Source: an optimization exercise on an open RTL-to-GDS flow (aim: a short achievable clock period and few clock cycles). Production flows keep margins and buffers that such runs may drop. In this exercise RTL edits were held to simulation tests only and were not proved equivalent to the original. The clock port is modelled as an ideal driver; clocking choices that lean on that would not hold on a real chip. Power and IR drop assume default switching activity.

## rev 12
// mips
module mips (
    input  logic        clk,
    input  logic        rstN,
    output logic [31:0] instrAddr,
    input  logic [31:0] instrData,
    output logic [31:0] dataAddr,
    output logic [31:0] dataWdata,
    output logic        dataWe,
    input  logic [31:0] dataRdata,
    output logic        wbWe,
    output logic [4:0]  wbAddr,
    output logic [31:0] wbData,
    output logic [31:0] wbPc
);
Size in the first run: roughly 7600 cells after synthesis, ~230 I/O pins, about 89000 sq um of cells after synthesis.
export LEC_CHECK = 0
export ABC_CLOCK_PERIOD_IN_PS = 2000
export CAP_MARGIN = 20
export CORE_MARGIN = 2
export CORE_UTILIZATION = 50
export CTS_CLUSTER_DIAMETER = 100
export CTS_CLUSTER_SIZE = 25
export SLEW_MARGIN = 20
export SYNTH_HIERARCHICAL = 1
export SYNTH_MINIMUM_KEEP_SIZE = 0
create_clock -name core_clock -period 8.0 [get_ports {clk}]
standard.sh (not shown) runs the stock make flow with config.mk's settings and CLKGATE_MAP_FILE= SYNTH_SCRIPT=/design/flow/synth_recipe.tcl, a recipe that flattens the netlist after the stock synthesis.
==> flow/flow/run.sh <==
#!/bin/bash
# The standard layout (standard.sh) with these changes:
# - synthesis: Yosys's full/half-adder extraction is off, and ABC maps the
#   logic with the delay-oriented script flow/fast.abc instead of ORFS's
#   abc_speed.script, without a222oi (no size above _1) and without the
#   slow wide or/and/nor gates and the 5-input aoi/oai gates.
#   Flip-flops are mapped before ABC runs, so registers,
#   their names and their cells are those of the standard synthesis.
# - the port buffers are buf_8 cells rather than the delay cells that
#   buffer_ports picks by default;
# - timing repair aims for 5.5 ns of setup slack;
# - after global placement, flow/place_post.tcl puts the flip-flops that
#   only drive an output port next to that port's buffer;
# - after CTS, flow/cts_post.tcl (with flow/retree.tcl) keeps CTS's leaf
#   clock buffers and drives them from 4 quadrant buffers that the clock port
#   feeds directly.
set -euo pipefail
W=$PWD
sed 's#^  log_cmd abc {\*}\$abc_args#  set abc_args [lreplace $abc_args 1 1 '"$W"'/flow/fast.abc]\n  foreach c {a222oi_1 or3_1 or3_2 or3_4 or3b_1 or3b_2 or3b_4 or4_1 or4_2 or4_4 or4b_1 or4b_2 or4b_4 or4bb_1 or4bb_2 or4bb_4 and4_1 and4_2 and4_4 and4b_1 and4b_2 and4b_4 and4bb_1 and4bb_2 and4bb_4 nor4_1 nor4_2 nor4_4 nor4b_1 nor4b_2 nor4b_4 nor4bb_1 nor4bb_2 nor4bb_4 a2111o_1 a2111o_2 a2111o_4 o2111a_1 o2111a_2 o2111a_4 a2111oi_0 a2111oi_1 a2111oi_2 a2111oi_4 o2111ai_1 o2111ai_2 o2111ai_4} { lappend abc_args -dont_use sky130_fd_sc_hd__$c }\n&#' \
    "$FLOW_HOME/scripts/synth.tcl" > "$W/synth_core.tcl"
grep -q "flow/fast.abc" "$W/synth_core.tcl"
sed "s#\$::env(SCRIPTS_DIR)/synth.tcl#$W/synth_core.tcl#" "$W/synth_recipe.tcl" > "$W/synth_fast.tcl"
sed "s#SYNTH_SCRIPT=[^ ]*#SYNTH_SCRIPT=$W/synth_fast.tcl SETUP_SLACK_MARGIN=5.5#" "$W/standard.sh" > "$W/standard_fast.sh"
grep -q "synth_fast.tcl" "$W/standard_fast.sh"
export ADDER_MAP_FILE=
export POST_CTS_TCL="$W/flow/cts_post.tcl"
export POST_GLOBAL_PLACE_TCL="$W/flow/place_post.tcl"
export BUFFER_PORTS_ARGS="-buffer_cell sky130_fd_sc_hd__buf_8"
bash "$W/standard_fast.sh" finish > "$W/flow.log" 2>&1
Other scripts of this flow, unchanged in this note and not shown: flow/flow/cts_post.tcl, flow/flow/fast.abc, flow/flow/place_post.tcl, flow/flow/retree.tcl
Testbench counts of rev 12, summed over its fixed seeds: cycles 22,080.
diff inputs: rev 12 => rev 13
-- flow/design.v --
<<< rev 12, line 110
    logic         dFs;
    logic         dSsLd;                 
    logic         dLdA, dLdB;            
    logic         eValid, eWr, eIsLw, eIsSw;
    logic         eMisEq, eMisNe;        
>>> rev 13, line 110
    logic         dFs;
    logic         dSsLd;                 
    logic         eValid, eWr, eIsLw, eIsSw;
    logic         eMisEq, eMisNe;        
<<< rev 12, line 117
    logic [31:0]  eA, eB, eSd, ePc, eAlt;
    logic         eSdLd;                 
    logic         eLdA, eLdB;            
    logic         mValid, mWr, mIsLw, mStore;
    logic [4:0]   mDest;
>>> rev 13, line 116
    logic [31:0]  eA, eB, eSd, ePc, eAlt;
    logic         eSdLd;                 
    logic         mValid, mWr, mIsLw, mStore;
    logic [4:0]   mDest;
<<< rev 12, line 128
    logic [31:0]  regs [1:31];
    logic         mispredict;            
    logic         misPc;                 
    logic [3:0]   misPcOut;              
    logic [5:0]   fOp, fFn;
    logic [4:0]   fRs, fRt, fRd;
>>> rev 13, line 126
    logic [31:0]  regs [1:31];
    logic         mispredict;            
    logic         misPc, misPcOut;       
    logic [5:0]   fOp, fFn;
    logic [4:0]   fRs, fRt, fRd;
<<< rev 12, line 199
    logic nStall;
    assign nStall = !stall && !mispredict && rValid && dValid && dIsLw && (dDest != 5'd0) &&
                    ((rUseRs && rRs == dDest) || (rUseRt && rRt == dDest)) &&
                    !(rSelAnd || (rSelOr && !rIsLui));    
    logic [31:0]  sum, diff, andv, orv, aluOut;
    logic         slt;
    assign sum  = ksAdd(eA, eB, 1'b0);
    assign diff = ksAdd(eA, ~eB, 1'b1);
    logic [31:0] logA, logB;
    assign logA = eLdA ? dataRdata : eA;
    assign logB = eLdB ? dataRdata : eB;
    assign andv = logA & logB;
    assign orv  = logA | logB;
    assign slt  = (eA[31] ^ eB[31]) ? eA[31] : diff[31];
    assign aluOut = ({32{eSelAdd}} & sum) | ({32{eSelSub}} & diff) |
>>> rev 13, line 196
    logic nStall;
    assign nStall = !stall && !mispredict && rValid && dValid && dIsLw && (dDest != 5'd0) &&
                    ((rUseRs && rRs == dDest) || (rUseRt && rRt == dDest));
    logic [31:0]  sum, diff, andv, orv, aluOut;
    logic         slt;
    assign sum  = ksAdd(eA, eB, 1'b0);
    assign diff = ksAdd(eA, ~eB, 1'b1);
    assign andv = eA & eB;
    assign orv  = eA | eB;
    assign slt  = (eA[31] ^ eB[31]) ? eA[31] : diff[31];
    assign aluOut = ({32{eSelAdd}} & sum) | ({32{eSelSub}} & diff) |
<<< rev 12, line 218
    brMiss eMissCtl (.eqBits(eqBits), .misEq(eMisEq), .misNe(eMisNe), .miss(mispredict));
    brMiss eMissPc  (.eqBits(eqBits), .misEq(eMisEq), .misNe(eMisNe), .miss(misPc));
    brMiss eMissOut0 (.eqBits(eqBits), .misEq(eMisEq), .misNe(eMisNe), .miss(misPcOut[0]));
    brMiss eMissOut1 (.eqBits(eqBits), .misEq(eMisEq), .misNe(eMisNe), .miss(misPcOut[1]));
    brMiss eMissOut2 (.eqBits(eqBits), .misEq(eMisEq), .misNe(eMisNe), .miss(misPcOut[2]));
    brMiss eMissOut3 (.eqBits(eqBits), .misEq(eMisEq), .misNe(eMisNe), .miss(misPcOut[3]));
    function automatic logic [31:0] fwd(input logic [4:0] f);
        fwd = ({32{f[0]}} & sum) | ({32{f[1]}} & diff) | ({32{f[2]}} & andv) |
>>> rev 13, line 211
    brMiss eMissCtl (.eqBits(eqBits), .misEq(eMisEq), .misNe(eMisNe), .miss(mispredict));
    brMiss eMissPc  (.eqBits(eqBits), .misEq(eMisEq), .misNe(eMisNe), .miss(misPc));
    brMiss eMissOut (.eqBits(eqBits), .misEq(eMisEq), .misNe(eMisNe), .miss(misPcOut));
    function automatic logic [31:0] fwd(input logic [4:0] f);
        fwd = ({32{f[0]}} & sum) | ({32{f[1]}} & diff) | ({32{f[2]}} & andv) |
<<< rev 12, line 242
    end
    always_ff @(posedge clk) begin
        for (int k = 0; k < 4; k++)
            pcOut[8*k +: 8] <= misPcOut[k] ? eAlt[8*k +: 8] : pcSeqR[8*k +: 8];
    end
    always_ff @(posedge clk or negedge rstN) begin
>>> rev 13, line 232
    end
    always_ff @(posedge clk) begin
        pcOut <= misPcOut ? eAlt : pcSeqR;
    end
    always_ff @(posedge clk or negedge rstN) begin
<<< rev 12, line 335
        dSb <= nSb;
        dSs <= nSs;
        dFa <= {5{eHitA && !rIsLui && !dIsLw}} & {dSelSlt, dSelOr, dSelAnd, dSelSub, dSelAdd};
        dFb <= {5{eHitB && (rIsR || rIsBeq) && !dIsLw}} & {dSelSlt, dSelOr, dSelAnd, dSelSub, dSelAdd};
        dLdA <= eHitA && !rIsLui && dIsLw;
        dLdB <= eHitB && (rIsR || rIsBeq) && dIsLw;
        dFs <= eHitB && !dIsLw;
        dSsLd <= eHitB && dIsLw;
>>> rev 13, line 324
        dSb <= nSb;
        dSs <= nSs;
        dFa <= {5{eHitA && !rIsLui}} & {dSelSlt, dSelOr, dSelAnd, dSelSub, dSelAdd};
        dFb <= {5{eHitB && (rIsR || rIsBeq)}} & {dSelSlt, dSelOr, dSelAnd, dSelSub, dSelAdd};
        dFs <= eHitB && !dIsLw;
        dSsLd <= eHitB && dIsLw;
<<< rev 12, line 375
        eAlt    <= dAlt;
        eSdLd   <= dSsLd;
        eLdA    <= dLdA;
        eLdB    <= dLdB;
    end
    always_ff @(posedge clk or negedge rstN) begin
>>> rev 13, line 362
        eAlt    <= dAlt;
        eSdLd   <= dSsLd;
    end
    always_ff @(posedge clk or negedge rstN) begin
[summary]
Rev 13 vs. rev 12: layout overhead on the synthesized area grew by 0.55 points; static leakage held steady. As far as final-report hold violation count goes, rev 12 and rev 13 are indistinguishable; the numbers are identical. Rev 13 vs. rev 12: combinational share of power moved up, routed wire length now larger, number of standard-cell rows in the floorplan held steady, gate count after technology mapping -100.
Testbench counts of rev 13, summed over its fixed seeds: cycles 22,219.

## port drivers added, routing unchanged
The flow's constraints put no driver on any port. The routed layouts listed below were extracted and timed again, unchanged, in two steps. Step 1 sets driving cells, clkbuf_16 on the clock port and buf_2 on the other inputs (assumed; they add their load-dependent delay and slew). Step 2, shift: input delay + t, output delay - t, t = (earliest + latest rising clock arrival at the registers) / 2. This alone moves slack from input paths to output paths. Slacks: ideal ports / drivers / drivers and shift; pairs: ideal ports / drivers.
| run | t (ns) | setup slack, ns | worst setup path at the end | worst register clock-pin slew, ns | worst slew at a driven data input, ns |
|---|---|---|---|---|---|
| rev 12 | 0.808 | 5.257 / 5.052 / 4.811 | input to register | 0.11 / 0.11 | 0.12 |
| rev 13 | 0.821 | 5.255 / 5.045 / 4.829 | input to register | 0.12 / 0.12 | 0.20 |
After both steps setup and hold are still met in every run listed. For rev 12, which loses most, drivers alone change the setup slack by -0.205 ns; drivers and shift together by -0.446 ns.
